Context: an optimization exercise on an open-source flow, tuned for small area, a short achievable clock period and few clock cycles. The choices shown serve that exercise and are no tape-out recipe.
At most, simulation tests tie the RTL to the original design; equivalence was not proved.
Function not checked in run 4: the RTL went through the layout flow alone.
Power figures rest on the tool's default switching activity, not on a simulated workload.

<file path="design/flow/flow/run.sh">
#!/bin/bash
set -euo pipefail
bash standard.sh SETUP_SLACK_MARGIN=6 finish > standard_make.log 2>&1
</file>
<file path="design/flow/standard.sh">
#!/bin/bash
# synth_recipe.tcl (not shown) runs the flow's synth.tcl, then flattens the netlist and writes it again
# the make line also repeats each setting of config.mk as NAME=value (left out here)
make -C /OpenROAD-flow-scripts/flow DESIGN_CONFIG=/design/flow/config.mk WORK_HOME=/design/flow/orfs CLKGATE_MAP_FILE= SYNTH_SCRIPT=/design/flow/synth_recipe.tcl "${@:-finish}"
</file>
<file path="design/flow/config.mk">
export PLATFORM = sky130hd
export DESIGN_NAME = rm_edf_tick_scheduler
export DESIGN_NICKNAME = rm_edf_tick_scheduler
export VERILOG_FILES = /design/flow/design.v
export SDC_FILE = /design/flow/constraint.sdc
export NUM_CORES = 4
export LEC_CHECK = 0
export CAP_MARGIN = 20
export CORE_MARGIN = 2
export CORE_UTILIZATION = 55
export CTS_BUF_LIST = sky130_fd_sc_hd__clkbuf_8
export CTS_CLUSTER_SIZE = 40
export PLACE_DENSITY = 0.7
export SETUP_SLACK_MARGIN = 5
export SLEW_MARGIN = 20
</file>
<file path="design/flow/constraint.sdc">
create_clock -name core_clock -period 10.0 [get_ports {clk}]
set_input_delay 2.0000 -clock core_clock [delete_from_list [all_inputs] [get_ports {clk}]]
set_output_delay 2.0000 -clock core_clock [all_outputs]
set_load 0.01 [all_outputs]
</file>
<file path="design/flow/design.v">
`default_nettype none
package rmedf_pkg;
  localparam int TASKS  = 8;
  localparam int SLOT_W = 3;
  localparam int NS_W   = 4;
  localparam int ID_W   = 4;
  localparam int TICK_W = 16;
  localparam int VAL_W  = 16;
  localparam int CNT_W  = 16;
  localparam int DL_W   = TICK_W + 1;
  localparam int OUT_W  = 32;
  localparam int ADDR_W = 4;
  localparam int DATA_W = 32;
  localparam logic [ID_W-1:0] NONE_ID = 4'd8;
  localparam logic [1:0] OP_LOAD   = 2'd0;
  localparam logic [1:0] OP_TICK   = 2'd1;
  localparam logic [1:0] OP_FINISH = 2'd2;
  localparam logic [2:0] TAG_IDLE = 3'd0;
  localparam logic [2:0] TAG_FIN  = 3'd1;
  localparam logic [2:0] TAG_LOST = 3'd2;
  localparam logic [2:0] TAG_PRE  = 3'd3;
  localparam logic [2:0] TAG_CUT  = 3'd4;
  localparam logic [15:0] SLIMIT_RESET = 16'd4096;
  function automatic logic le18(input logic [17:0] a, input logic [17:0] b);
    logic [31:0] lt, eq;
    lt = '0;
    eq = '1;
    for (int k = 0; k < 18; k++) begin
      lt[k] = ~a[k] & b[k];
      eq[k] = ~(a[k] ^ b[k]);
    end
    for (int w = 16; w >= 1; w = w / 2) begin
      for (int k = 0; k < w; k++) begin
        lt[k] = lt[2*k+1] | (eq[2*k+1] & lt[2*k]);
        eq[k] = eq[2*k+1] & eq[2*k];
      end
    end
    le18 = lt[0] | eq[0];
  endfunction
endpackage
`default_nettype wire
`default_nettype none
module rmedf_mod (
  input  wire logic        clk,
  input  wire logic        rst_n,
  input  wire logic        start,
  input  wire logic [15:0] dividend,
  input  wire logic [15:0] divisor,
  output logic             done,
  output logic [15:0]      rem
);
  logic [15:0] rem_r;
  logic [15:0] div_r;
  logic [3:0]  cnt_r;
  logic        run_r;
  logic        done_r;
  logic [16:0] trial;
  logic [16:0] diff;
  assign trial = {rem_r, dividend[~cnt_r]};
  assign diff  = trial - {1'b0, div_r};
  always_ff @(posedge clk) begin
    if (!rst_n) begin
      run_r  <= 1'b0;
      done_r <= 1'b0;
    end else begin
      done_r <= run_r && (cnt_r == 4'd15);
      if (start) run_r <= 1'b1;
      else if (cnt_r == 4'd15) run_r <= 1'b0;
    end
  end
  always_ff @(posedge clk) begin
    if (start) begin
      cnt_r <= '0;
      rem_r <= '0;
      div_r <= divisor;
    end else if (run_r) begin
      cnt_r <= cnt_r + 1'b1;
      rem_r <= diff[16] ? trial[15:0] : diff[15:0];
    end
  end
  assign done = done_r;
  assign rem  = rem_r;
endmodule
`default_nettype wire
`default_nettype none
module rmedf_slot (
  input  wire logic        clk,
  input  wire logic        in_n,        
  input  wire logic        policy,      
  input  wire logic        in_n_d,      
  input  wire logic        policy_d,
  input  wire logic        wrap,        
  input  wire logic        own,         
  input  wire logic [15:0] own_rem,     
  input  wire logic        own_rz0,     
  input  wire logic        own_rz1,     
  input  wire logic [15:0] done_bus,    
  input  wire logic        clr,         
  input  wire logic        act_clr,     
  input  wire logic        tick_en,
  input  wire logic        ld_en,
  input  wire logic [15:0] ld_per,
  input  wire logic [15:0] ld_bur,
  input  wire logic [15:0] ld_dl,
  input  wire logic        ph_wr,
  input  wire logic [15:0] ph_val,
  input  wire logic        ph_val0,     
  input  wire logic        fin_en,
  input  wire logic        kill_wr,
  input  wire logic [15:0] kill_bus,
  output logic [17:0]      key,
  output logic             elig,
  output logic             fin,         
  output logic             lst,         
  output logic [15:0]      rem_q,
  output logic             kf,
  output logic [15:0]      done,
  output logic [15:0]      lost,
  output logic [15:0]      killed
);
  logic [15:0] per, bur, dl;
  logic [15:0] phase, rem;
  logic [17:0] rdl;
  logic        active;
  logic        pnz_r, bz_r, b1_r, ph0_r, rz0_r, rz1_r, rdz_r;
  logic        rel, remz, dlhit, active1;
  logic [17:0] key_r, rdl_d, kx_d;
  logic [15:0] per_d, dl_d;
  logic        rel_r, pnz_d, ph0_d, rel_d;
  logic [15:0] ph_inc, rem_e;
  logic [17:0] rdl1;
  assign rel     = rel_r;
  assign ph_inc  = phase + 16'd1;
  assign remz    = own ? rz1_r : rz0_r;
  assign rem_e   = own ? own_rem : rem;
  assign fin     = own && remz;
  assign dlhit   = in_n && active && !remz && rdz_r;
  assign lst     = !fin && dlhit;
  assign active1 = rel || (active && !fin && !dlhit);
  assign rdl1    = rel ? {2'b00, dl} : rdl;
  assign key     = key_r;
  assign per_d = ld_en ? ld_per : per;
  assign dl_d  = ld_en ? ld_dl : dl;
  assign pnz_d = ld_en ? (ld_per != '0) : pnz_r;
  assign ph0_d = ph_wr ? ph_val0
               : (tick_en && pnz_r) ? (wrap || (ph_inc == per) || (ph_inc == '0)) : ph0_r;
  assign rdl_d = tick_en ? rdl1 + (wrap ? 18'h0FFFF : 18'h3FFFF) : rdl;
  assign rel_d = in_n_d && pnz_d && ph0_d;
  assign kx_d  = rel_d ? {2'b00, dl_d} : rdl_d;
  always_ff @(posedge clk) begin
    rel_r <= rel_d;
    key_r <= policy_d ? {~kx_d[17], kx_d[16:0]} : {2'b10, per_d};
  end
  assign elig    = in_n && active1 && (rel ? !bz_r : !remz);
  assign rem_q   = rem;
  always_ff @(posedge clk) begin
    if (ld_en) begin
      per   <= ld_per;
      bur   <= ld_bur;
      dl    <= ld_dl;
      pnz_r <= (ld_per != '0);
      bz_r  <= (ld_bur == '0);
      b1_r  <= (ld_bur == 16'd1);
    end
  end
  always_ff @(posedge clk) begin
    if (ph_wr) begin
      phase <= ph_val;
    end else if (tick_en && pnz_r) begin
      phase <= (wrap || (ph_inc == per)) ? 16'd0 : ph_inc;
    end
  end
  always_ff @(posedge clk) begin
    if (tick_en) begin
      rem   <= rel ? bur : rem_e;
      rz0_r <= rel ? bz_r : (own ? own_rz0 : rz0_r);
      rz1_r <= rel ? b1_r : (own ? own_rz1 : rz1_r);
      rdz_r <= wrap ? (rdl1 == 18'h30001) : (rdl1 == 18'h00001);
    end
  end
  always_ff @(posedge clk) begin
    ph0_r <= ph0_d;
    rdl   <= rdl_d;
  end
  always_ff @(posedge clk) begin
    if (act_clr) active <= 1'b0;
    else if (tick_en) active <= active1;
  end
  always_ff @(posedge clk) begin
    if (fin_en) kf <= in_n && active && !remz;
  end
  always_ff @(posedge clk) begin
    if (clr || (tick_en && fin)) done <= done_bus;
    if (clr || kill_wr) killed <= kill_bus;
    if (clr) lost <= '0;
    else if (tick_en && lst) lost <= lost + 16'd1;
  end
endmodule
`default_nettype wire
`default_nettype none
module rm_edf_tick_scheduler (
  input  wire logic                          clk,
  input  wire logic                          rst_n,
  input  wire logic                          start,
  output logic                               busy,
  input  wire logic [1:0]                    in_operation,
  input  wire logic [rmedf_pkg::SLOT_W-1:0]  in_task_index,
  input  wire logic [rmedf_pkg::VAL_W-1:0]   in_period,
  input  wire logic [rmedf_pkg::VAL_W-1:0]   in_burst,
  input  wire logic [rmedf_pkg::VAL_W-1:0]   in_deadline,
  output logic                               out_valid,
  output logic                               out_kind,
  output logic [rmedf_pkg::ID_W-1:0]         out_task_id,
  output logic                               out_seg_valid,
  output logic [rmedf_pkg::ID_W-1:0]         out_seg_task,
  output logic [rmedf_pkg::OUT_W-1:0]        out_seg_start,
  output logic [rmedf_pkg::OUT_W-1:0]        out_seg_end,
  output logic [2:0]                         out_seg_tag,
  output logic                               out_trace_full,
  output logic [rmedf_pkg::OUT_W-1:0]        out_count_complete,
  output logic [rmedf_pkg::OUT_W-1:0]        out_count_lost,
  output logic [rmedf_pkg::OUT_W-1:0]        out_count_killed,
  output logic                               out_last,
  input  wire logic                          psel,
  input  wire logic                          penable,
  input  wire logic                          pwrite,
  input  wire logic [rmedf_pkg::ADDR_W-1:0]  paddr,
  input  wire logic [rmedf_pkg::DATA_W-1:0]  pwdata,
  output logic [rmedf_pkg::DATA_W-1:0]       prdata,
  output logic                               pready
);
  localparam logic [3:0] NONE_ID = rmedf_pkg::NONE_ID;
  logic        policy_r;
  logic [3:0]  tcount_r;
  logic [15:0] slimit_r;
  logic        cfg_wr;
  logic        policy_d;
  logic [7:0]  in_n_d;
  logic [15:0] tick_r;
  logic [3:0]  owner_r;
  logic [15:0] since_r;
  logic [15:0] segcnt_r;
  logic        segp_r;        
  logic        chgp_r;        
  logic [7:0]  in_n_r;        
  logic        ldm_r;         
  logic [2:0]  ldslot_r;
  logic        fpend_r;       
  logic        tot_r;         
  logic [2:0]  ts_r;          
  logic        ov_r;
  logic [3:0]  id_r;
  logic        sv_r;
  logic [3:0]  stask_r;
  logic [15:0] sstart_r;
  logic [15:0] send_r;
  logic [2:0]  stag_r;
  logic        full_r;
  logic        last_r;
  logic [15:0] cc_r, cl_r, ck_r;
  logic        accept, do_tick, do_load, do_fin, acc_t, acc_f;
  logic        ptick_r, pfin_r;    
  logic [3:0]  nfin_r;             
  logic [7:0]  cpend_r;            
  logic        cpend_go, clr_any;
  logic [3:0]  n_eff;
  logic        tick0;
  logic        mod_done;
  logic [15:0] mod_rem;
  assign accept  = start && !busy;
  assign do_load = accept && (in_operation == rmedf_pkg::OP_LOAD);
  assign acc_t   = accept && (in_operation == rmedf_pkg::OP_TICK);
  assign acc_f   = accept && (in_operation == rmedf_pkg::OP_FINISH);
  assign do_tick = (acc_t || ptick_r) && !fpend_r;
  assign do_fin  = (acc_f || pfin_r) && !fpend_r;
  assign busy    = ldm_r || ptick_r || pfin_r;
  assign cpend_go = tot_r && !fpend_r;
  assign clr_any  = !rst_n || (do_load && !fpend_r) || (cpend_go && (cpend_r != '0));
  assign n_eff   = tcount_r[3] ? 4'd8 : tcount_r;
  assign tick0   = (tick_r == '0);
  assign pready = 1'b1;
  assign cfg_wr = psel && penable && pwrite;
  always_comb begin
    policy_d = policy_r;
    in_n_d   = in_n_r;
    if (!rst_n) begin
      policy_d = 1'b0;
      in_n_d   = '0;
    end else if (cfg_wr && (paddr[3:2] == 2'd0)) begin
      policy_d = pwdata[0];
    end else if (cfg_wr && (paddr[3:2] == 2'd1)) begin
      for (int i = 0; i < 8; i++) in_n_d[i] = (i < (pwdata[3] ? 8 : int'(pwdata[2:0])));
    end
  end
  always_ff @(posedge clk) begin
    if (!rst_n) begin
      policy_r <= 1'b0;
      tcount_r <= '0;
      in_n_r   <= '0;
      slimit_r <= rmedf_pkg::SLIMIT_RESET;
    end else if (cfg_wr) begin
      case (paddr[3:2])
        2'd0: policy_r <= pwdata[0];
        2'd1: begin
          tcount_r <= pwdata[3:0];
          for (int i = 0; i < 8; i++) in_n_r[i] <= (i < (pwdata[3] ? 8 : int'(pwdata[2:0])));
        end
        2'd2: slimit_r <= pwdata[15:0];
        default: ;
      endcase
    end
  end
  logic [15:0] prd_r;
  always_ff @(posedge clk) begin
    if (psel && !penable) begin
      case (paddr[3:2])
        2'd0:    prd_r <= {15'd0, policy_r};
        2'd1:    prd_r <= {12'd0, tcount_r};
        2'd2:    prd_r <= slimit_r;
        default: prd_r <= '0;
      endcase
    end
  end
  assign prdata = {16'd0, prd_r};
  rmedf_mod u_mod (
    .clk      (clk),
    .rst_n    (rst_n),
    .start    (do_load && !tick0),
    .dividend (tick_r),
    .divisor  (in_period),
    .done     (mod_done),
    .rem      (mod_rem)
  );
  logic [17:0] key  [8];
  logic [7:0]  elig, fin, lst, kf, win, own, in_n;
  logic [15:0] rem_c  [8];
  logic [15:0] done_c [8];
  logic [15:0] lost_c [8];
  logic [15:0] kill_c [8];
  logic [15:0] own_rem, done_bus, kill_bus;
  logic [2:0]  csel;
  logic [15:0] done_s;
  logic        ph_wr_any;
  logic [2:0]  ph_slot;
  logic        wrap;
  assign ph_wr_any = (do_load && tick0) || mod_done;
  assign ph_slot   = mod_done ? ldslot_r : in_task_index;
  assign wrap      = (tick_r == 16'hFFFF);
  assign own_rem  = rem_c[owner_r[2:0]] - 16'd1;
  assign csel     = fpend_r ? kw : owner_r[2:0];
  assign done_s   = done_c[csel];
  assign done_bus = clr_any ? 16'd0 : done_s + 16'd1;
  for (genvar i = 0; i < 8; i++) begin : g_slot
    assign in_n[i] = in_n_r[i];
    assign own[i]  = (owner_r == 4'(i));
    rmedf_slot u_slot (
      .clk      (clk),
      .in_n     (in_n[i]),
      .policy   (policy_r),
      .in_n_d   (in_n_d[i]),
      .policy_d (policy_d),
      .wrap     (wrap),
      .own      (own[i]),
      .own_rem  (own_rem),
      .own_rz0  (own_rem == 16'd0),
      .own_rz1  (own_rem == 16'd1),
      .done_bus (done_bus),
      .clr      (!rst_n || (do_load && !fpend_r && (in_task_index == 3'(i)))
                 || (cpend_go && cpend_r[i])),
      .act_clr  (!rst_n || do_fin),
      .tick_en  (do_tick),
      .ld_en    (do_load && (in_task_index == 3'(i))),
      .ld_per   (in_period),
      .ld_bur   (in_burst),
      .ld_dl    (in_deadline),
      .ph_wr    (do_fin || (ph_wr_any && (ph_slot == 3'(i)))),
      .ph_val   (mod_done ? mod_rem : 16'd0),
      .ph_val0  (!mod_done || (mod_rem == 16'd0)),
      .fin_en   (do_fin),
      .kill_wr  (fpend_r && (kw == 3'(i))),
      .kill_bus (kill_bus),
      .key      (key[i]),
      .elig     (elig[i]),
      .fin      (fin[i]),
      .lst      (lst[i]),
      .rem_q    (rem_c[i]),
      .kf       (kf[i]),
      .done     (done_c[i]),
      .lost     (lost_c[i]),
      .killed   (kill_c[i])
    );
  end
  logic [7:0] le [8];
  logic [3:0] best;
  logic       none_w;
  always_comb begin
    for (int i = 0; i < 8; i++) le[i] = '0;
    for (int i = 0; i < 8; i++)
      for (int j = i + 1; j < 8; j++)
        le[i][j] = rmedf_pkg::le18(key[i], key[j]);
    for (int i = 0; i < 8; i++) begin
      win[i] = elig[i];
      for (int j = 0; j < 8; j++) begin
        if (j < i) win[i] = win[i] && (!elig[j] || !le[j][i]);
        if (j > i) win[i] = win[i] && (!elig[j] || le[i][j]);
      end
    end
    none_w  = (elig == '0);
    best[3] = none_w;
    best[2] = win[4] | win[5] | win[6] | win[7];
    best[1] = win[2] | win[3] | win[6] | win[7];
    best[0] = win[1] | win[3] | win[5] | win[7];
  end
  logic        own_fin, own_lost, same, chg, s_ok, seg_room;
  logic [2:0]  s_tag;
  logic        full_n;
  assign own_fin  = |(fin & own);
  assign own_lost = |(lst & own);
  assign same     = |(own & win) || (none_w && (owner_r == NONE_ID));
  logic chg_t, s_ok_t, s_ok_f;
  assign chg_t    = own_fin || own_lost || !same;
  assign chg      = do_fin || chg_t;
  logic [15:0] since_a, tick_m1;
  logic [16:0] seg1, seg2;
  logic        late_ok;
  assign tick_m1  = tick_r - 16'd1;
  assign since_a  = chgp_r ? tick_m1 : since_r;
  assign seg1     = {1'b0, segcnt_r} + 17'd1;
  assign seg2     = {1'b0, segcnt_r} + 17'd2;
  assign seg_room = segp_r ? (seg1 < {1'b0, slimit_r}) : (segcnt_r < slimit_r);
  assign late_ok  = chgp_r ? (tick_r != '0) : (tick_r > since_r);
  assign s_ok_t   = chg_t && late_ok && seg_room;
  assign s_ok_f   = late_ok && seg_room;
  assign s_ok     = do_fin ? s_ok_f : s_ok_t;
  assign full_n   = s_ok ? (segp_r ? (seg2 == {1'b0, slimit_r}) : (seg1 == {1'b0, slimit_r}))
                         : !seg_room;
  always_comb begin
    if (do_fin)        s_tag = (owner_r != NONE_ID) ? rmedf_pkg::TAG_CUT : rmedf_pkg::TAG_IDLE;
    else if (own_fin)  s_tag = rmedf_pkg::TAG_FIN;
    else if (own_lost) s_tag = rmedf_pkg::TAG_LOST;
    else               s_tag = (owner_r != NONE_ID) ? rmedf_pkg::TAG_PRE : rmedf_pkg::TAG_IDLE;
  end
  logic [2:0]  tsn, kw;
  logic [15:0] kill_s;
  logic        kf_s;
  assign kw       = tot_r ? tsn : 3'd0;
  assign kill_s   = kill_c[kw];
  assign kf_s     = kf[kw];
  assign kill_bus = clr_any ? 16'd0 : kill_s + {15'd0, kf_s};
  assign tsn      = ts_r + 3'd1;
  always_ff @(posedge clk) begin
    if (!rst_n) begin
      tick_r   <= '0;
      owner_r  <= NONE_ID;
      since_r  <= '0;
      segcnt_r <= '0;
      chgp_r   <= 1'b0;
      segp_r   <= 1'b0;
      ldm_r    <= 1'b0;
      fpend_r  <= 1'b0;
      ptick_r  <= 1'b0;
      pfin_r   <= 1'b0;
      cpend_r  <= '0;
      tot_r    <= 1'b0;
      ov_r     <= 1'b0;
    end else begin
      if (do_load && !tick0) ldm_r <= 1'b1;
      else if (mod_done)     ldm_r <= 1'b0;
      if (do_tick) begin
        tick_r   <= tick_r + 16'd1;
        owner_r  <= best;
        since_r  <= since_a;
        chgp_r   <= chg;
        if (segp_r) segcnt_r <= seg1[15:0];
        segp_r   <= s_ok;
      end else if (do_fin) begin
        tick_r   <= '0;
        owner_r  <= NONE_ID;
        since_r  <= '0;
        segcnt_r <= '0;
        chgp_r   <= 1'b0;
        segp_r   <= 1'b0;
      end
      ov_r <= do_tick || do_fin || fpend_r;
      ptick_r <= fpend_r && (ptick_r || acc_t);
      pfin_r  <= fpend_r && (pfin_r || acc_f);
      if (fpend_r) begin
        if (do_load) cpend_r[in_task_index] <= 1'b1;
      end else begin
        cpend_r <= '0;
      end
      if (do_fin) begin
        fpend_r <= (n_eff != '0);
        tot_r   <= 1'b0;
      end else if (fpend_r) begin
        tot_r   <= 1'b1;
        fpend_r <= !({1'b0, kw} + 4'd1 == nfin_r);
      end else begin
        tot_r   <= 1'b0;
      end
    end
  end
  always_ff @(posedge clk) begin
    if (do_load && !tick0) ldslot_r <= in_task_index;
    if (do_fin) nfin_r <= n_eff;
    if (fpend_r) begin
      ts_r <= kw;
      cc_r <= done_s;
      cl_r <= lost_c[kw];
      ck_r <= kill_bus;
    end
    if (do_tick || do_fin) begin
      id_r     <= do_fin ? NONE_ID : best;
      sv_r     <= s_ok;
      stask_r  <= owner_r;
      sstart_r <= since_a;
      send_r   <= tick_r;
      stag_r   <= s_tag;
      full_r   <= full_n;
      last_r   <= do_tick || (n_eff == '0);
    end else if (fpend_r) begin
      id_r     <= {1'b0, tot_r ? tsn : 3'd0};
      sv_r     <= 1'b0;
      last_r   <= ({1'b0, kw} + 4'd1 == nfin_r);
    end
  end
  assign out_valid          = ov_r;
  assign out_kind           = tot_r;
  assign out_task_id        = id_r;
  assign out_seg_valid      = sv_r;
  assign out_seg_task       = sv_r ? stask_r : NONE_ID;
  assign out_seg_start      = {16'd0, sv_r ? sstart_r : 16'd0};
  assign out_seg_end        = {16'd0, sv_r ? send_r : 16'd0};
  assign out_seg_tag        = sv_r ? stag_r : rmedf_pkg::TAG_IDLE;
  assign out_trace_full     = full_r;
  assign out_count_complete = {16'd0, tot_r ? cc_r : 16'd0};
  assign out_count_lost     = {16'd0, tot_r ? cl_r : 16'd0};
  assign out_count_killed   = {16'd0, tot_r ? ck_r : 16'd0};
  assign out_last           = last_r;
endmodule
`default_nettype wire
</file>
==> notes.md, run 1 <==
# TYPE chip_impl_metric gauge
chip_impl_metric{name="global_route.usage.total",unit="%"} 36.4
chip_impl_metric{name="clk_latency",unit="ps"} 1100
chip_impl_info{name="final_cell_mix",value="824 x sky130_fd_sc_hd__edfxtp_1, 786 x sky130_fd_sc_hd__nand2_1, 776 x sky130_fd_sc_hd__nor2_1"} 1
chip_impl_info{name="highest-signal-layer",value="met5"} 1
chip_impl_metric{name="start_util",unit="%"} 55.6
chip_impl_metric{name="pin_count_of_the_biggest_net_entering_global_routing",unit=""} 95
chip_impl_info{name="worstHoldPathType",value="reg2reg"} 1
chip_impl_metric{name="timing.critical_path.fanout_max",unit=""} 7
chip_impl_metric{name="boundaryPins",unit=""} 305
chip_impl_metric{name="synthesis.instances",unit=""} 9189
chip_impl_metric{name="setup_viol_count_final",unit=""} 0
chip_impl_metric{name="power_frac_comb",unit="%"} 25.9
chip_impl_info{name="final_common_cell",value="sky130_fd_sc_hd__edfxtp_1"} 1
chip_impl_metric{name="pwr-share-clk",unit="%"} 30.8
chip_impl_metric{name="finalHoldViolations",unit=""} 0
chip_impl_metric{name="globalplace.congestion",unit=""} 1.03
chip_impl_metric{name="cp.required",unit="ps"} 8000
chip_impl_metric{name="synthesis.yosys.warnings",unit=""} 10
chip_impl_metric{name="yosysSeqAreaShare",unit="%"} 44.9
chip_impl_metric{name="die-width",unit="um"} 413
chip_impl_metric{name="dr_vias",unit=""} 76700
chip_impl_metric{name="drt_pre_antenna_iters",unit=""} 9
chip_impl_metric{name="power-per-cell-area",unit="nW/um^2"} 191
chip_impl_info{name="crit_path_top_delay_cell",value="sky130_fd_sc_hd__edfxtp_1"} 1
chip_impl_metric{name="fin_tns_setup",unit="ps"} 0
chip_impl_info{name="timing.setup.critical_path_class",value="reg2out"} 1
chip_impl_info{name="ys.flop_type",value="sky130_fd_sc_hd__edfxtp_1"} 1
chip_impl_info{name="tritoncts",value="yes"} 1
chip_impl_metric{name="achievable-frequency",unit="GHz"} 0.237
chip_impl_info{name="synth.area.top_cells",value="sky130_fd_sc_hd__edfxtp_1 27%, sky130_fd_sc_hd__dfxtp_1 18%, sky130_fd_sc_hd__ha_1 8.6%"} 1
chip_impl_metric{name="max_stage_delay",unit="ps"} 420
chip_impl_metric{name="nNetsFinal",unit=""} 10200
chip_impl_metric{name="antenna_found_initial",unit=""} 25
chip_impl_metric{name="dieArea",unit="sq um"} 170000
chip_impl_metric{name="worstPathBufferInverterCount",unit=""} 3
chip_impl_metric{name="maxSlewViolCount",unit=""} 0
chip_impl_metric{name="post-dp-hpwl",unit="mm"} 213
chip_impl_metric{name="post-place-cells",unit=""} 11200
chip_impl_metric{name="drive_above_1_share",unit="%"} 17.2
chip_impl_metric{name="global_route.overflow_total",unit=""} 0
chip_impl_metric{name="p_int",unit="mW"} 13.4
chip_impl_metric{name="global_route_wire_length_before_repair",unit="mm"} 461
chip_impl_metric{name="number_of_enable_type_register_cells_in_the_synthesized_netlist",unit=""} 824
chip_impl_info{name="crit_path_cell_trace",value="buf_6, buf_12, and2_4, clkdlybuf4s15_2"} 1
chip_impl_metric{name="htree_num_levels",unit=""} 5
chip_impl_metric{name="routedWlPerCell",unit="um"} 27.0
chip_impl_metric{name="route.detailed.drc",unit=""} 0
chip_impl_metric{name="netlist-cell-type-count",unit=""} 96
chip_impl_metric{name="cts-buffers-inserted",unit=""} 294
chip_impl_metric{name="grt_pass1_vias",unit=""} 72400
chip_impl_metric{name="fin_skew",unit="ps"} 80.1
chip_impl_info{name="clockRootBuffer",value="sky130_fd_sc_hd__clkbuf_8"} 1
chip_impl_metric{name="final-instance-count-excl-fill",unit=""} 11900
chip_impl_metric{name="areaGrowthSynthToFinish",unit="%"} 15.4
chip_impl_metric{name="yosysTopAreaCellShare",unit="%"} 26.9
chip_impl_metric{name="fin_crit_sh",unit="%"} 42.2
chip_impl_metric{name="synthesis.area",unit="sq um"} 91900
chip_impl_info{name="endpoint_kind",value="primary output"} 1
chip_impl_metric{name="async_set_or_reset_flop_fraction_in_the_synthesized_netlist",unit="%"} 0
chip_impl_metric{name="tritoncts_num_sinks",unit=""} 1646
chip_impl_metric{name="sequential_cell_area",unit="sq um"} 41300
chip_impl_metric{name="avgViaCountPerCell",unit=""} 6.42
chip_impl_info{name="timing.critical_path.max_delay_family",value="buffers and inverters"} 1
chip_impl_metric{name="core_area",unit="sq um"} 165000
chip_impl_metric{name="final.fill_count",unit=""} 13000
chip_impl_metric{name="min_period",unit="ps"} 4220
chip_impl_metric{name="port_buffers",unit=""} 189
chip_impl_metric{name="ys_ff_latch",unit=""} 1646
chip_impl_metric{name="drt-total-wl",unit="mm"} 322
chip_impl_metric{name="die_h",unit="um"} 413
chip_impl_metric{name="detail_route.iter0.violations",unit=""} 9180
chip_impl_metric{name="netSwitchingFraction",unit="%"} 34.1
chip_impl_metric{name="core.rowCount",unit=""} 149
chip_impl_metric{name="ant_nets",unit=""} 0
chip_impl_metric{name="max-vdd-ir-drop",unit="uV"} 179
chip_impl_metric{name="wl_met1",unit="mm"} 125
chip_impl_metric{name="power_leakage",unit="nW"} 41.5
chip_impl_metric{name="cts.reportedPaths.clkPinSlew",unit="ps"} 60
chip_impl_metric{name="met3_wirelength",unit="mm"} 34.1
chip_impl_metric{name="timing.max_slew.rel_slack",unit="%"} 17.3
chip_impl_info{name="status",value="complete, no violations"} 1
chip_impl_metric{name="cts.path.max_buffers",unit=""} 4
chip_impl_info{name="worstSetupStartpointType",value="register"} 1
chip_impl_info{name="synth_top_cell_by_area",value="sky130_fd_sc_hd__edfxtp_1"} 1
chip_impl_metric{name="worst_pin_slew",unit="ps"} 1240
chip_impl_metric{name="synth.avg_cell_area",unit="sq um"} 10.0
chip_impl_metric{name="total_area_of_multi_input_combinational_cells",unit="sq um"} 49600
chip_impl_metric{name="met2RoutedLength",unit="mm"} 140
chip_impl_metric{name="postCtsHoldBufs",unit=""} 0
chip_impl_metric{name="sequentialPowerShare",unit="%"} 43.3
chip_impl_metric{name="postLayoutCoreUtil",unit="%"} 64.1
chip_impl_info{name="rsz0062_at_grt",value="true"} 1
chip_impl_metric{name="net-switching-power",unit="mW"} 6.91
chip_impl_metric{name="worst-endpoint-arrival",unit="ps"} 2220
chip_impl_metric{name="cap_viol_max_count",unit=""} 0
-- worst min-delay path, stage by stage (launching register included) --
cell,delay [ps]
sky130_fd_sc_hd__dfxtp_1,310
sky130_fd_sc_hd__nand2_1,50
sky130_fd_sc_hd__nand2_1,50
-- timing repair --
| item | in CTS | in global routing |
|---|---|---|
| endpoints found under the hold margin | 0 | 0 |
| cloned | 32 | 11 |
| endpoints found under the setup margin | 1420 | 685 |
| gates resized for setup | 733 | 320 |
| buffers inserted | 85 | 66 |
| pin swaps | 35 | 41 |
-- Yosys cell counts (all sizes together), types with 51 or more instances --
| cell type | number |
|---|---|
| nand2 | 799 |
| dfxtp | 822 |
| inv | 307 |
| mux2 | 406 |
| a21o | 51 |
| nand4 | 129 |
| nor2 | 810 |
| a22oi | 137 |
| mux2i | 210 |
| and3 | 102 |
| ha | 633 |
| o21ai | 490 |
| a21oi | 501 |
| nor2b | 73 |
| o31ai | 126 |
| or3 | 72 |
| nor4 | 71 |
| o211ai | 64 |
| xnor2 | 250 |
| clkbuf | 384 |
| xor2 | 282 |
| a211oi | 108 |
| edfxtp | 824 |
| nand3 | 198 |
| and2 | 165 |
| a31oi | 60 |
| nor3 | 199 |
| buf | 172 |
-- worst paths after layout --
kind	startpoint	endpoint	slack [ps]	cells past startpoint
max	sv_r$_SDFFCE_PP0P_	out_seg_tag[0]	5780	4
min	g_slot[1].u_slot.rdl[16]$_DFF_P_	g_slot[1].u_slot.rdl[16]$_DFF_P_	460	2
max reg2reg	g_slot[0].u_slot.key_r[5]$_DFF_P_	full_r$_DFFE_PN_	6000	13
min reg2reg	g_slot[1].u_slot.rdl[16]$_DFF_P_	g_slot[1].u_slot.rdl[16]$_DFF_P_	460	2
-- state kept, by name, indices dropped and copies added, names as in the netlist, 16 cells and up --
signal and cells:
g_slot.u_slot.killed 128, segcnt_r 16, g_slot.u_slot.rem 128, g_slot.u_slot.rdl 144
since_r 16, cl_r 16, g_slot.u_slot.bur 128, ck_r 16
slimit_r 16, prd_r 16, g_slot.u_slot.done 128, g_slot.u_slot.lost 128
g_slot.u_slot.dl 128, g_slot.u_slot.phase 128, send_r 16, tick_r 16
sstart_r 16, g_slot.u_slot.per 128, u_mod.rem_r 16, cc_r 16
u_mod.div_r 16, g_slot.u_slot.key_r 144
-- cell type report --
| type | count | area share, % |
|---|---|---|
| inverter | 316 | 1.21 |
| clock inverter | 180 | 1.03 |
| timing repair buffer | 480 | 5.01 |
| tap | 2189 | 2.58 |
| antenna | 20 | 0.0472 |
| timing repair inverter | 6 | 0.0496 |
| sequential | 1646 | 39.0 |
| multi-input combinational | 6774 | 46.8 |
| clock buffer | 333 | 4.32 |
-- power by group through the flow --
stage	clock network (mW)	registers (mW)	logic, mW
2_1_floorplan	0	8.43	3.60
3_3_place_gp	0	8.82	4.70
3_5_place_dp	0	8.86	4.90
4_1_cts	6.28	8.72	5.06
5_1_grt	6.57	8.82	5.75
6_report	6.24	8.78	5.26
-- metal layers --
| layer | global-route usage [%] | vias up |
|---|---|---|
| li1 | - | 34200 |
| met1 | 47.9 | 37100 |
| met2 | 54.7 | 4402 |
| met3 | 7.28 | 992 |
| met4 | 23.3 | 4 |
| met5 | 0 | - |
-- stage by stage --
step	area, sq um	setup WS (ps)	total power [mW]	hold slack [ps]
finish	106000	5780	20.3	462
global placement	95700	3660	13.5	451
global route	106000	5750	21.1	489
floorplan	92900	5840	12.0	403
detailed placement	95700	3680	13.8	447
CTS	104000	5730	20.1	464
-- cell families (layout without fill, tap and decap cells) --
| kind of cell | count (synthesis) | count (layout) | share of synthesized area (%) |
|---|---|---|---|
| other cells | 2 | 117 | 0.00818 |
| simple gates | 2868 | 2871 | 15.0 |
| compound gates | 1963 | 1967 | 13.7 |
| xor+xnor | 576 | 577 | 6.17 |
| buf+inv | 872 | 1315 | 4.05 |
| mux | 628 | 628 | 7.56 |
| fa+ha+maj | 634 | 634 | 8.64 |
| flops | 1646 | 1646 | 44.9 |
Testbench counts, summed over its fixed seeds: cycles 6,919.
==> run 2: changes to the inputs <==
==> design/flow/flow/run.sh (replaced) <==
#!/bin/bash
set -euo pipefail
bash standard.sh SETUP_SLACK_MARGIN=6 \
  "CTS_ARGS=-sink_clustering_enable -repair_clock_nets -buf_list sky130_fd_sc_hd__clkbuf_8 -sink_clustering_size 30 -dont_use_dummy_load" \
  finish > standard_make.log 2>&1
--- a/design/flow/config.mk
+++ b/design/flow/config.mk
@@ -10,6 +10,5 @@
 export CORE_UTILIZATION = 55
 export CTS_BUF_LIST = sky130_fd_sc_hd__clkbuf_8
-export CTS_CLUSTER_SIZE = 40
-export PLACE_DENSITY = 0.7
+export CTS_CLUSTER_SIZE = 30
 export SETUP_SLACK_MARGIN = 5
 export SLEW_MARGIN = 20
==> run 2 against run 1 <==
Net effect: still clean; sequential power about the same; combinational power increased by 1%; routed wire length increased by 1.9%; clock skew increased by 13 ps; hold slack got worse by 1.6 ps; clock power decreased by 16%; clock-buffer cell count decreased by 35; register-to-register slack got worse by 60 ps; sequential share of layout area increased by 0.60 points; utilization decreased by 0.92 points; final cell count decreased by 1.8%.
==> notes.md, run 2 <==
# TYPE chip_impl_metric gauge
chip_impl_metric{name="cp.depth",unit=""} 6
chip_impl_metric{name="global_route.overflow_total",unit=""} 0
chip_impl_metric{name="yosysSeqAreaShare",unit="%"} 44.9
chip_impl_info{name="tritoncts",value="yes"} 1
chip_impl_metric{name="tritoncts_num_sinks",unit=""} 1646
chip_impl_metric{name="cts-buffers-inserted",unit=""} 298
chip_impl_info{name="reg2reg_from",value="g_slot[0].u_slot.key_r[10]$_DFF_P_"} 1
chip_impl_metric{name="final-instance-count-excl-fill",unit=""} 11700
chip_impl_metric{name="finalHoldViolations",unit=""} 0
chip_impl_info{name="final_cell_mix",value="824 x sky130_fd_sc_hd__edfxtp_1, 786 x sky130_fd_sc_hd__nand2_1, 775 x sky130_fd_sc_hd__nor2_1"} 1
chip_impl_info{name="critical_path.reg2reg.endpoint",value="id_r[2]$_DFFE_PP_"} 1
chip_impl_info{name="synth_top_cell_by_area",value="sky130_fd_sc_hd__edfxtp_1"} 1
chip_impl_info{name="timing.critical_path.max_delay_family",value="buffers and inverters"} 1
chip_impl_metric{name="ff2ff_setup_slack",unit="ps"} 5940
chip_impl_metric{name="die_h",unit="um"} 413
chip_impl_metric{name="postLayoutCoreUtil",unit="%"} 63.2
chip_impl_info{name="cp-startpoint",value="tot_r$_SDFF_PP0_"} 1
chip_impl_metric{name="yosysTopAreaCellShare",unit="%"} 26.9
chip_impl_metric{name="core_area",unit="sq um"} 165000
chip_impl_metric{name="fin_tns_setup",unit="ps"} 0
chip_impl_metric{name="die-width",unit="um"} 413
chip_impl_metric{name="power-per-cell-area",unit="nW/um^2"} 185
chip_impl_info{name="synth.cells.most_frequent",value="824 x sky130_fd_sc_hd__edfxtp_1, 822 x sky130_fd_sc_hd__dfxtp_1, 810 x sky130_fd_sc_hd__nor2_1"} 1
chip_impl_metric{name="cp.required",unit="ps"} 8000
chip_impl_metric{name="cts.path.max_buffers",unit=""} 4
chip_impl_metric{name="sequential_cell_area",unit="sq um"} 41300
chip_impl_info{name="rsz0062_at_grt",value="true"} 1
chip_impl_metric{name="power_leakage",unit="nW"} 40.5
chip_impl_info{name="timing.critical_path.mode_cell",value="sky130_fd_sc_hd__buf_6"} 1
chip_impl_info{name="critical_path.endpoint",value="out_count_lost[12]"} 1
chip_impl_metric{name="nNetsFinal",unit=""} 10300
chip_impl_metric{name="cts.reportedPaths.clkPinSlew",unit="ps"} 50
chip_impl_metric{name="maxSlewViolCount",unit=""} 0
chip_impl_metric{name="max-vdd-ir-drop",unit="uV"} 165
chip_impl_metric{name="cap_viol_max_count",unit=""} 0
chip_impl_metric{name="routedWlPerCell",unit="um"} 28.0
chip_impl_metric{name="globalplace.congestion",unit=""} 0.988
chip_impl_metric{name="global_route_wire_length_before_repair",unit="mm"} 467
chip_impl_metric{name="dieArea",unit="sq um"} 170000
chip_impl_metric{name="synthesis.area",unit="sq um"} 91900
chip_impl_metric{name="route.detailed.drc",unit=""} 0
chip_impl_metric{name="max_stage_delay",unit="ps"} 390
chip_impl_metric{name="placement.setup.worst_slack",unit="ps"} 3780
chip_impl_metric{name="detail_route.iter0.violations",unit=""} 8227
chip_impl_metric{name="worst_r2r_path_depth",unit=""} 12
chip_impl_info{name="endpoint_kind",value="primary output"} 1
chip_impl_info{name="worstHoldPathType",value="reg2reg"} 1
chip_impl_metric{name="ant_nets",unit=""} 0
chip_impl_metric{name="grt_pass1_vias",unit=""} 71600
chip_impl_info{name="crit_path_cell_trace",value="buf_6, buf_6, buf_12, clkbuf_16, and2_4, buf_6"} 1
chip_impl_metric{name="netlist-cell-type-count",unit=""} 96
chip_impl_metric{name="postCtsHoldBufs",unit=""} 0
chip_impl_metric{name="placed_cell_area",unit="sq um"} 95800
chip_impl_metric{name="boundaryPins",unit=""} 305
chip_impl_metric{name="core.rowCount",unit=""} 149
chip_impl_metric{name="global_route.usage.total",unit="%"} 37.3
chip_impl_metric{name="areaGrowthSynthToFinish",unit="%"} 13.8
chip_impl_info{name="synth.area.top_cells",value="sky130_fd_sc_hd__edfxtp_1 27%, sky130_fd_sc_hd__dfxtp_1 18%, sky130_fd_sc_hd__ha_1 8.6%"} 1
chip_impl_metric{name="synth.avg_cell_area",unit="sq um"} 10.0
chip_impl_metric{name="post-dp-hpwl",unit="mm"} 219
chip_impl_metric{name="design_area",unit="sq um"} 105000
chip_impl_metric{name="timing.critical_path.fanout_max",unit=""} 5
chip_impl_metric{name="avgViaCountPerCell",unit=""} 6.43
chip_impl_info{name="crit_path_top_delay_cell",value="sky130_fd_sc_hd__dfxtp_4"} 1
chip_impl_info{name="top_regs",value="g_slot.u_slot.key_r: 144 flops, g_slot.u_slot.rdl: 144 flops"} 1
chip_impl_metric{name="number_of_enable_type_register_cells_in_the_synthesized_netlist",unit=""} 824
chip_impl_info{name="timing.setup.critical_path_class",value="reg2out"} 1
chip_impl_info{name="status",value="complete, no violations"} 1
chip_impl_metric{name="fin_skew",unit="ps"} 92.6
chip_impl_metric{name="final.fill_count",unit=""} 13600
chip_impl_metric{name="post-place-cells",unit=""} 11200
chip_impl_info{name="clockRootBuffer",value="sky130_fd_sc_hd__clkbuf_8"} 1
chip_impl_metric{name="synthesis.yosys.warnings",unit=""} 10
chip_impl_metric{name="start_util",unit="%"} 55.6
chip_impl_metric{name="timing.max_slew.rel_slack",unit="%"} 17.6
chip_impl_metric{name="pwr_total",unit="mW"} 19.3
chip_impl_metric{name="min_period",unit="ps"} 4210
chip_impl_metric{name="worst-endpoint-arrival",unit="ps"} 2210
chip_impl_info{name="library_cell_with_the_highest_instance_count_after_synthesis",value="sky130_fd_sc_hd__edfxtp_1"} 1
chip_impl_metric{name="worstPathBufferInverterCount",unit=""} 5
chip_impl_info{name="final_common_cell",value="sky130_fd_sc_hd__edfxtp_1"} 1
chip_impl_metric{name="synthesis.instances",unit=""} 9189
chip_impl_metric{name="drt_pre_antenna_iters",unit=""} 8
chip_impl_metric{name="final_critical_path_setup_slack",unit="ps"} 5790
chip_impl_metric{name="drt-total-wl",unit="mm"} 328
chip_impl_metric{name="setup_viol_count_final",unit=""} 0
chip_impl_metric{name="holdWs",unit="ps"} 461
chip_impl_metric{name="total_area_of_multi_input_combinational_cells",unit="sq um"} 49500
chip_impl_metric{name="pin_count_of_the_biggest_net_entering_global_routing",unit=""} 110
chip_impl_metric{name="drive_above_1_share",unit="%"} 16.9
chip_impl_metric{name="async_set_or_reset_flop_fraction_in_the_synthesized_netlist",unit="%"} 0
chip_impl_metric{name="fin_crit_sh",unit="%"} 42.1
chip_impl_info{name="worstSetupStartpointType",value="register"} 1
chip_impl_metric{name="worst_pin_slew",unit="ps"} 1230
chip_impl_metric{name="port_buffers",unit=""} 189
chip_impl_metric{name="achievable-frequency",unit="GHz"} 0.238
chip_impl_metric{name="htree_num_levels",unit=""} 5
chip_impl_metric{name="antenna_found_initial",unit=""} 26
chip_impl_metric{name="dr_vias",unit=""} 75400
chip_impl_info{name="ys.flop_type",value="sky130_fd_sc_hd__edfxtp_1"} 1
chip_impl_metric{name="ys_ff_latch",unit=""} 1646
chip_impl_metric{name="clk_latency",unit="ps"} 1090
run 2: cell types whose count changed in the layout (fill, tap and decap cells not counted), moves of 11 or more:
cell,delta
sky130_fd_sc_hd__and2_1,+12
sky130_fd_sc_hd__nor2_4,-11
sky130_fd_sc_hd__mux2i_1,+12
sky130_fd_sc_hd__clkbuf_8,-37
sky130_fd_sc_hd__bufinv_16,-12
sky130_fd_sc_hd__dfxtp_2,+28
sky130_fd_sc_hd__clkinv_1,-34
sky130_fd_sc_hd__clkinv_2,-21
sky130_fd_sc_hd__nor2_2,+11
sky130_fd_sc_hd__inv_1,-100
sky130_fd_sc_hd__dfxtp_1,-28
run 2: tightest hold or removal path, stage by stage, from the launching register on:
cell                      delay, ps
sky130_fd_sc_hd__dfxtp_1        300
sky130_fd_sc_hd__nand2_1         50
sky130_fd_sc_hd__nand2_1         60
run 2: cell families (layout without fill, tap and decap cells):
family	after synthesis	in the layout	share of synthesized area, %
AOI/OAI and AO/OA	1963	1966	13.7
xor gates and xnor gates	576	577	6.17
adders and majority gates	634	634	8.64
buffers and inverters	872	1113	4.05
DFF	1646	1646	44.9
muxes	628	628	7.56
other	2	110	0.00818
and+or+nand+nor	2868	2869	15.0
run 2: power breakdown:
group,switching [mW],internal (mW),leakage (nW)
clock,2.61,2.63,2.14
combinational,3.10,2.22,23.8
sequential,0.934,7.86,14.6
total,6.64,12.7,40.5
run 2: per-layer routing:
layer / part of all wire [%] / wire, um / track usage [%]
met5: 0.013 / 44 / 0
met4: 6.2 / 20300 / 20.6
met3: 9.6 / 31600 / 6.92
met2: 43 / 142000 / 56.5
met1: 41 / 134000 / 50.4
run 2: worst min path at each step:
stage	from	end	cells past startpoint
final	g_slot[1].u_slot.rdl[16]$_DFF_P_	g_slot[1].u_slot.rdl[16]$_DFF_P_	2
after global routing	g_slot[1].u_slot.rdl[16]$_DFF_P_	g_slot[1].u_slot.rdl[16]$_DFF_P_	2
after global placement	g_slot[1].u_slot.rdl[16]$_DFF_P_	g_slot[1].u_slot.rdl[16]$_DFF_P_	2
after floorplan	owner_r[0]$_SDFFE_PN0N_	stask_r[0]$_DFFE_PN_	0
after detailed placement	g_slot[1].u_slot.rdl[16]$_DFF_P_	g_slot[1].u_slot.rdl[16]$_DFF_P_	2
after CTS	g_slot[1].u_slot.rdl[16]$_DFF_P_	g_slot[1].u_slot.rdl[16]$_DFF_P_	2
run 2: timing repair:
action                     4_1_cts  5_1_grt
pin swaps                       26       39
gates resized for setup        665      373
cloned                          30       13
setup endpoints to repair     1244      615
setup buffers                   83       63
run 2: layout make-up:
class,instances,area share (%)
clock buffers,298,3.92
repair inverters,5,0.0323
diodes,13,0.0311
flip-flops and latches,1646,39.6
well taps,2189,2.62
repair buffers,494,5.26
multi-input cells,6771,47.3
inverters,316,1.23
==> run 3: changes to the inputs <==
==> design/flow/flow/run.sh (replaced) <==
#!/bin/bash
set -euo pipefail
bash standard.sh SETUP_SLACK_MARGIN=6 \
  "CTS_ARGS=-sink_clustering_enable -repair_clock_nets -buf_list sky130_fd_sc_hd__clkbuf_8 -sink_clustering_size 24 -dont_use_dummy_load" \
  finish > standard_make.log 2>&1
--- a/design/flow/config.mk
+++ b/design/flow/config.mk
@@ -10,5 +10,5 @@
 export CORE_UTILIZATION = 55
 export CTS_BUF_LIST = sky130_fd_sc_hd__clkbuf_8
-export CTS_CLUSTER_SIZE = 30
+export CTS_CLUSTER_SIZE = 24
 export SETUP_SLACK_MARGIN = 5
 export SLEW_MARGIN = 20
==> run 3 against run 2 <==
Net effect: critical path depth is the same; first-iteration DRC count is the same; clock-buffer cell count is the same; register-to-register slack is essentially flat; routed wire length is the same.
==> notes.md, run 3 <==
# TYPE chip_impl_metric gauge
chip_impl_metric{name="core.rowCount",unit=""} 149
chip_impl_metric{name="global_route.overflow_total",unit=""} 0
chip_impl_metric{name="worst_pin_slew",unit="ps"} 1230
chip_impl_metric{name="pwr_total",unit="mW"} 19.3
chip_impl_metric{name="global_route_wire_length_before_repair",unit="mm"} 467
chip_impl_info{name="worst_hold_startpoint",value="g_slot[1].u_slot.rdl[16]$_DFF_P_"} 1
chip_impl_metric{name="drt_pre_antenna_iters",unit=""} 8
chip_impl_metric{name="timing.critical_path.fanout_max",unit=""} 5
chip_impl_metric{name="synthesis.instances",unit=""} 9189
chip_impl_info{name="timing.critical_path.mode_cell",value="sky130_fd_sc_hd__buf_6"} 1
chip_impl_metric{name="max_stage_delay",unit="ps"} 390
chip_impl_metric{name="setup_viol_count_final",unit=""} 0
chip_impl_metric{name="die_h",unit="um"} 413
chip_impl_info{name="rsz0062_at_grt",value="true"} 1
chip_impl_info{name="timing.critical_path.max_delay_family",value="buffers and inverters"} 1
chip_impl_info{name="critical_path.reg2reg.endpoint",value="id_r[2]$_DFFE_PP_"} 1
chip_impl_metric{name="dr_vias",unit=""} 75400
chip_impl_metric{name="nNetsFinal",unit=""} 10300
chip_impl_info{name="reg2reg_from",value="g_slot[0].u_slot.key_r[10]$_DFF_P_"} 1
chip_impl_metric{name="pin_count_of_the_biggest_net_entering_global_routing",unit=""} 110
chip_impl_metric{name="ant_nets",unit=""} 0
chip_impl_metric{name="ff2ff_setup_slack",unit="ps"} 5940
chip_impl_metric{name="global_route.usage.total",unit="%"} 37.3
chip_impl_metric{name="post-dp-hpwl",unit="mm"} 219
chip_impl_metric{name="holdWs",unit="ps"} 461
chip_impl_metric{name="final.fill_count",unit=""} 13600
chip_impl_metric{name="async_set_or_reset_flop_fraction_in_the_synthesized_netlist",unit="%"} 0
chip_impl_metric{name="route.detailed.drc",unit=""} 0
chip_impl_metric{name="min_period",unit="ps"} 4210
chip_impl_metric{name="number_of_enable_type_register_cells_in_the_synthesized_netlist",unit=""} 824
chip_impl_metric{name="netlist-cell-type-count",unit=""} 96
chip_impl_info{name="critical_path.endpoint",value="out_count_lost[12]"} 1
chip_impl_info{name="worstSetupStartpointType",value="register"} 1
chip_impl_metric{name="htree_num_levels",unit=""} 5
chip_impl_info{name="synth.cells.most_frequent",value="824 x sky130_fd_sc_hd__edfxtp_1, 822 x sky130_fd_sc_hd__dfxtp_1, 810 x sky130_fd_sc_hd__nor2_1"} 1
chip_impl_info{name="grt_busiest_layer",value="met2"} 1
chip_impl_metric{name="timing.max_slew.rel_slack",unit="%"} 17.6
chip_impl_metric{name="met1_track_demand_over_resource",unit="%"} 50.4
chip_impl_metric{name="power-per-cell-area",unit="nW/um^2"} 185
chip_impl_info{name="timing.setup.critical_path_class",value="reg2out"} 1
chip_impl_metric{name="detail_route.iter0.violations",unit=""} 8227
chip_impl_metric{name="achievable-frequency",unit="GHz"} 0.238
chip_impl_metric{name="antenna_found_initial",unit=""} 26
chip_impl_info{name="ys.flop_type",value="sky130_fd_sc_hd__edfxtp_1"} 1
chip_impl_metric{name="routedWlPerCell",unit="um"} 28.0
chip_impl_metric{name="cp.required",unit="ps"} 8000
chip_impl_metric{name="cp.depth",unit=""} 6
chip_impl_metric{name="grt_pass1_vias",unit=""} 71600
chip_impl_metric{name="avgViaCountPerCell",unit=""} 6.43
chip_impl_info{name="clockRootBuffer",value="sky130_fd_sc_hd__clkbuf_8"} 1
chip_impl_metric{name="tritoncts_num_sinks",unit=""} 1646
chip_impl_metric{name="clk_latency",unit="ps"} 1090
chip_impl_info{name="final_cell_mix",value="824 x sky130_fd_sc_hd__edfxtp_1, 786 x sky130_fd_sc_hd__nand2_1, 775 x sky130_fd_sc_hd__nor2_1"} 1
chip_impl_metric{name="port_buffers",unit=""} 189
chip_impl_metric{name="boundaryPins",unit=""} 305
chip_impl_metric{name="start_util",unit="%"} 55.6
chip_impl_info{name="tritoncts",value="yes"} 1
chip_impl_metric{name="die-width",unit="um"} 413
chip_impl_metric{name="ys_ff_latch",unit=""} 1646
chip_impl_metric{name="worst-endpoint-arrival",unit="ps"} 2210
chip_impl_info{name="status",value="complete, no violations"} 1
chip_impl_metric{name="cts.path.max_buffers",unit=""} 4
chip_impl_metric{name="globalplace.congestion",unit=""} 0.988
chip_impl_metric{name="areaGrowthSynthToFinish",unit="%"} 13.8
chip_impl_metric{name="synthesis.yosys.warnings",unit=""} 10
chip_impl_info{name="top_regs",value="g_slot.u_slot.key_r: 144 flops, g_slot.u_slot.rdl: 144 flops"} 1
chip_impl_metric{name="yosysSeqAreaShare",unit="%"} 44.9
chip_impl_info{name="final_common_cell",value="sky130_fd_sc_hd__edfxtp_1"} 1
chip_impl_info{name="endpoint_kind",value="primary output"} 1
chip_impl_metric{name="core_area",unit="sq um"} 165000
chip_impl_info{name="cp-startpoint",value="tot_r$_SDFF_PP0_"} 1
chip_impl_metric{name="drt-total-wl",unit="mm"} 328
chip_impl_metric{name="hold_depth",unit=""} 2
chip_impl_metric{name="power_leakage",unit="nW"} 40.5
chip_impl_metric{name="dieArea",unit="sq um"} 170000
chip_impl_metric{name="worst_r2r_path_depth",unit=""} 12
chip_impl_metric{name="finalHoldViolations",unit=""} 0
chip_impl_metric{name="synth.avg_cell_area",unit="sq um"} 10.0
chip_impl_info{name="worstHoldPathType",value="reg2reg"} 1
chip_impl_metric{name="yosysTopAreaCellShare",unit="%"} 26.9
chip_impl_metric{name="fin_skew",unit="ps"} 92.6
chip_impl_metric{name="maxSlewViolCount",unit=""} 0
chip_impl_metric{name="max-vdd-ir-drop",unit="uV"} 165
chip_impl_info{name="crit_path_cell_trace",value="buf_6, buf_6, buf_12, clkbuf_16, and2_4, buf_6"} 1
chip_impl_metric{name="cap_viol_max_count",unit=""} 0
chip_impl_info{name="synth.area.top_cells",value="sky130_fd_sc_hd__edfxtp_1 27%, sky130_fd_sc_hd__dfxtp_1 18%, sky130_fd_sc_hd__ha_1 8.6%"} 1
chip_impl_metric{name="synthesis.area",unit="sq um"} 91900
chip_impl_metric{name="worstPathBufferInverterCount",unit=""} 5
chip_impl_info{name="library_cell_with_the_highest_instance_count_after_synthesis",value="sky130_fd_sc_hd__edfxtp_1"} 1
chip_impl_metric{name="cts.reportedPaths.clkPinSlew",unit="ps"} 50
chip_impl_info{name="crit_path_top_delay_cell",value="sky130_fd_sc_hd__dfxtp_4"} 1
chip_impl_metric{name="cts-buffers-inserted",unit=""} 298
chip_impl_metric{name="fin_crit_sh",unit="%"} 42.1
chip_impl_metric{name="fin_tns_setup",unit="ps"} 0
chip_impl_metric{name="drive_above_1_share",unit="%"} 16.9
chip_impl_info{name="synth_top_cell_by_area",value="sky130_fd_sc_hd__edfxtp_1"} 1
chip_impl_metric{name="gr-usage-met3",unit="%"} 6.92
chip_impl_metric{name="global_route.usage.met2",unit="%"} 56.5
==> run 3: per-stage QoR <==
stage	area, sq um	util [%]	worst slack, ps	cells
final	105000	63.2	5790	11700
after CTS	103000	62.0	5690	11600
after floorplan	92900	-	5840	9284
after detailed placement	95800	58.0	3780	11200
after global routing	104000	63.2	5750	11700
after global placement	95800	57.9	3550	11200
==> run 3: tightest hold or removal path, cell delays in order (launching register included) <==
cell,delay [ps]
sky130_fd_sc_hd__dfxtp_1,300
sky130_fd_sc_hd__nand2_1,50
sky130_fd_sc_hd__nand2_1,60
==> run 3: layout make-up <==
| cell class | instances | area, sq um | share of cell area, % |
|---|---|---|---|
| Multi-Input combinational cell | 6771 | 49500 | 47.3 |
| Sequential cell | 1646 | 41300 | 39.6 |
| Tap cell | 2189 | 2740 | 2.62 |
| Timing Repair inverter | 5 | 33.8 | 0.0323 |
| Timing Repair Buffer | 494 | 5500 | 5.26 |
| Clock buffer | 298 | 4100 | 3.92 |
| Inverter | 316 | 1280 | 1.23 |
| Antenna cell | 13 | 32.5 | 0.0311 |
==> run 3: metal layers <==
layer / vias up / wire length, um
met5: - / 44
met4: 8 / 20300
met3: 791 / 31600
met2: 3792 / 142000
met1: 36800 / 134000
li1: 34100 / -
==> run 3: worst min path at each step <==
stage | end | slack [ps]
after floorplan | stask_r[0]$_DFFE_PN_ | 400
after global placement | g_slot[1].u_slot.rdl[16]$_DFF_P_ | 450
after detailed placement | g_slot[1].u_slot.rdl[16]$_DFF_P_ | 450
after CTS | g_slot[1].u_slot.rdl[16]$_DFF_P_ | 460
after global routing | g_slot[1].u_slot.rdl[16]$_DFF_P_ | 500
final | g_slot[1].u_slot.rdl[16]$_DFF_P_ | 460
==> run 3: where the power goes <==
part | switching (mW) | internal, mW | total, mW | leakage (nW)
Combinational | 3.10 | 2.22 | 5.32 | 23.8
Clock | 2.61 | 2.63 | 5.24 | 2.14
Sequential | 0.934 | 7.86 | 8.80 | 14.6
Total | 6.64 | 12.7 | 19.3 | 40.5
==> run 3: cells by family after synthesis <==
family	count (synthesis)	share of synthesized area [%]
fa+ha+maj	634	8.64
buf+inv	872	4.05
other cells	2	0.00818
flops	1646	44.9
compound gates	1963	13.7
simple gates	2868	15.0
xor+xnor	576	6.17
mux	628	7.56
==> run 3: repair_timing <==
action | in CTS | in global routing
hold buffers | 0 | 0
buffers inserted | 83 | 63
gates resized for setup | 665 | 373
pin swaps | 26 | 39
setup endpoints to repair | 1244 | 615
cloned | 30 | 13
==> run 4: changes to the inputs <==
--- a/design/flow/design.v
+++ b/design/flow/design.v
@@ -125,5 +125,5 @@
   logic        pnz_r, bz_r, b1_r, ph0_r, rz0_r, rz1_r, rdz_r;
   logic        rel, remz, dlhit, active1;
-  logic [17:0] key_r, rdl_d, kx_d;
+  logic [17:0] rdl_d, kx_d, rdl_m;
   logic [15:0] per_d, dl_d;
   logic        rel_r, pnz_d, ph0_d, rel_d;
@@ -139,5 +139,4 @@
   assign active1 = rel || (active && !fin && !dlhit);
   assign rdl1    = rel ? {2'b00, dl} : rdl;
-  assign key     = key_r;
   assign per_d = ld_en ? ld_per : per;
   assign dl_d  = ld_en ? ld_dl : dl;
@@ -145,10 +144,21 @@
   assign ph0_d = ph_wr ? ph_val0
                : (tick_en && pnz_r) ? (wrap || (ph_inc == per) || (ph_inc == '0)) : ph0_r;
-  assign rdl_d = tick_en ? rdl1 + (wrap ? 18'h0FFFF : 18'h3FFFF) : rdl;
+  always_comb begin
+    logic [15:0] nz;
+    logic        bz;
+    for (int k = 0; k < 16; k++) begin
+      nz[k] = 1'b0;
+      for (int m = 0; m < k; m++) nz[k] = nz[k] | rdl1[m];
+    end
+    bz = !(nz[15] | rdl1[15]);
+    for (int k = 0; k < 16; k++) rdl_m[k] = rdl1[k] ^ !nz[k];
+    rdl_m[17:16] = rdl1[17:16] + {2{bz && !wrap}} + {1'b0, wrap && !bz};
+  end
+  assign rdl_d = tick_en ? rdl_m : rdl;
   assign rel_d = in_n_d && pnz_d && ph0_d;
   assign kx_d  = rel_d ? {2'b00, dl_d} : rdl_d;
+  assign key = policy_d ? {~kx_d[17], kx_d[16:0]} : {2'b10, per_d};
   always_ff @(posedge clk) begin
     rel_r <= rel_d;
-    key_r <= policy_d ? {~kx_d[17], kx_d[16:0]} : {2'b10, per_d};
   end
   assign elig    = in_n && active1 && (rel ? !bz_r : !remz);
@@ -394,9 +404,11 @@
   logic [3:0] best;
   logic       none_w;
-  always_comb begin
-    for (int i = 0; i < 8; i++) le[i] = '0;
+  always_ff @(posedge clk) begin
+    for (int i = 0; i < 8; i++) le[i] <= '0;
     for (int i = 0; i < 8; i++)
       for (int j = i + 1; j < 8; j++)
-        le[i][j] = rmedf_pkg::le18(key[i], key[j]);
+        le[i][j] <= rmedf_pkg::le18(key[i], key[j]);
+  end
+  always_comb begin
     for (int i = 0; i < 8; i++) begin
       win[i] = elig[i];
==> design/flow/flow/run.sh (replaced) <==
#!/bin/bash
set -euo pipefail
bash standard.sh SETUP_SLACK_MARGIN=6 finish > standard_make.log 2>&1
==> run 4 against run 3 <==
Net effect: sequential share of layout area decreased by 3.0 points; clock-buffer cell count increased by 27; final cell count decreased by 1.5%; largest cell class unchanged; largest power group unchanged.
==> notes.md, run 4 <==
# TYPE chip_impl_metric gauge
chip_impl_info{name="status",value="complete, no violations"} 1
chip_impl_metric{name="number_of_enable_type_register_cells_in_the_synthesized_netlist",unit=""} 824
chip_impl_metric{name="power_leakage",unit="nW"} 42.6
chip_impl_metric{name="max_stage_delay",unit="ps"} 420
chip_impl_metric{name="synthesis.yosys.warnings",unit=""} 10
chip_impl_metric{name="synth-compound-area-share",unit="%"} 12.3
chip_impl_info{name="timing.setup.critical_path_class",value="in2reg"} 1
chip_impl_metric{name="start_util",unit="%"} 55.4
chip_impl_info{name="synth.area.top_cells",value="sky130_fd_sc_hd__edfxtp_1 29%, sky130_fd_sc_hd__dfxtp_1 16%, sky130_fd_sc_hd__ha_1 10%"} 1
chip_impl_metric{name="global_route_wire_length_before_repair",unit="mm"} 454
chip_impl_metric{name="setup_viol_count_final",unit=""} 0
chip_impl_metric{name="port_buffers",unit=""} 189
chip_impl_info{name="final_common_cell",value="sky130_fd_sc_hd__nand2_1"} 1
chip_impl_metric{name="worst-endpoint-arrival",unit="ps"} 7130
chip_impl_metric{name="post-dp-hpwl",unit="mm"} 209
chip_impl_metric{name="cp.required",unit="ps"} 10890
chip_impl_metric{name="final.fill_count",unit=""} 12200
chip_impl_metric{name="hold_depth",unit=""} 2
chip_impl_metric{name="synthSimpleGateAreaFrac",unit="%"} 15.3
chip_impl_metric{name="htree_num_levels",unit=""} 5
chip_impl_metric{name="drt_pre_antenna_iters",unit=""} 7
chip_impl_info{name="endpoint_kind",value="register"} 1
chip_impl_info{name="tritoncts",value="yes"} 1
chip_impl_metric{name="global_route.overflow_total",unit=""} 0
chip_impl_info{name="clockRootBuffer",value="sky130_fd_sc_hd__clkbuf_8"} 1
chip_impl_metric{name="total_area_of_multi_input_combinational_cells",unit="sq um"} 50300
chip_impl_metric{name="timing.max_slew.rel_slack",unit="%"} 22.1
chip_impl_metric{name="die_h",unit="um"} 401
chip_impl_metric{name="die-width",unit="um"} 401
chip_impl_metric{name="dr_vias",unit=""} 71200
chip_impl_metric{name="core.rowCount",unit=""} 145
chip_impl_metric{name="yosysSeqAreaShare",unit="%"} 44.9
chip_impl_metric{name="pin_count_of_the_biggest_net_entering_global_routing",unit=""} 92
chip_impl_metric{name="cap_viol_max_count",unit=""} 0
## run 4: cell count changes after synthesis, moves of 116 or more
cell                      previous run  this run
sky130_fd_sc_hd__nor2_1            810       497
sky130_fd_sc_hd__nand2_1           799      1088
sky130_fd_sc_hd__a21oi_1           501       366
sky130_fd_sc_hd__mux2_2            406       276
sky130_fd_sc_hd__mux2i_1           210       337
sky130_fd_sc_hd__dfxtp_1           822       706
## run 4: how the worst max path moves through the flow
stage | endpoint | from
2_1_floorplan | le[0][4]$_DFF_P_ | in_operation[0]
3_3_place_gp | le[0][1]$_DFF_P_ | in_operation[0]
3_5_place_dp | le[0][4]$_DFF_P_ | in_operation[0]
4_1_cts | le[0][1]$_DFF_P_ | tick_r[10]$_SDFFE_PN0N_
5_1_grt | le[0][1]$_DFF_P_ | g_slot[1].u_slot.phase[2]$_DFFE_PP_
6_report | le[0][4]$_DFF_P_ | in_task_index[2]
## run 4: critical path: cells and delay by family
family	cells	cell delay [ps]
AO/OA/AOI/OAI	12	2080
buffers and inverters	6	1150
AND/OR/NAND/NOR	6	1130
adder cells (fa/ha/maj)	2	560
multiplexers	1	180
## run 4: per-stage QoR
| stage | area [sq um] | cells | setup WS, ps |
|---|---|---|---|
| detailed placement | 91700 | 10600 | 669 |
| CTS | 104000 | 11400 | 3860 |
| floorplan | 89000 | 8756 | 3430 |
| global route | 107000 | 11500 | 3720 |
| finish | 107000 | 11600 | 3770 |
| global placement | 91700 | 10600 | 768 |
## run 4: cell families (layout without fill, tap and decap cells)
family          Yosys count  in the layout
simple gates           2778           2786
compound gates         1677           1678
flops                  1530           1530
buf+inv                 855           1578
fa+ha+maj               744            744
mux                     623            623
xor+xnor                452            452
other cells               2            103
## run 4: per-layer routing
| layer | vias to the layer above | wire (um) | track usage (%) |
|---|---|---|---|
| li1 | 32500 | - | - |
| met1 | 34600 | 120000 | 46.6 |
| met2 | 3213 | 143000 | 60.5 |
| met3 | 903 | 23800 | 6.00 |
| met4 | 10 | 26100 | 27.0 |
| met5 | - | 64 | 0 |
## run 4: timing repair
action                                  4_1_cts  5_1_grt
resized for setup                          1272      397
endpoints found under the setup margin     1453      491
hold buffers                                  0        0
buffers inserted                            272      126
cloned                                       30        8
pin swaps                                   245      186
## run 4: where the power goes
group          switching, mW  internal (mW)  leakage, nW
Clock                   2.69           3.07         3.04
Sequential             0.503           7.34         13.6
Combinational           3.62           2.74         25.9
Total                   6.82           13.2         42.6
## run 4: area by class of cell
| type | instances | area share (%) |
|---|---|---|
| inverter | 317 | 1.21 |
| antenna | 6 | 0.0141 |
| tap | 2058 | 2.42 |
| clock buffer | 325 | 4.20 |
| timing repair inverter | 1 | 0.00822 |
| clock inverter | 152 | 0.710 |
| sequential | 1530 | 36.5 |
| timing repair buffer | 783 | 7.71 |
| multi-input combinational | 6380 | 47.2 |

==> what the ideal ports hide <==
In the flow no input, the clock included, has a driving cell. The finished layouts below were timed again as built, in two steps.
Step 1 (the two cells are an assumption about what drives the block):
set clk [get_ports {clk}]
set_driving_cell -lib_cell sky130_fd_sc_hd__clkbuf_16 $clk
set_driving_cell -lib_cell sky130_fd_sc_hd__buf_2 [delete_from_list [all_inputs] $clk]
Step 2 also shifts input and output timing later by t, the mid clock arrival at the registers, as if the neighbouring blocks saw the same clock.
Slacks: ideal ports / drivers / drivers and shift; pairs: ideal ports / drivers.
run | t, ns | setup WS [ns] | worst slew at a driven data input, ns
run 1 | 1.145 | 5.779 / 5.695 / 4.908 | 0.12
run 2 | 1.124 | 5.792 / 5.705 / 4.922 | 0.07
run 3 | 1.124 | 5.792 / 5.705 / 4.922 | 0.07
run 4 | 1.067 | 3.766 / 3.778 / 2.711 | 0.08
After both steps setup and hold are still met in every run listed. The setup slack of run 4, which loses most, moves by +0.012 ns with the drivers and by -1.055 ns with both steps.
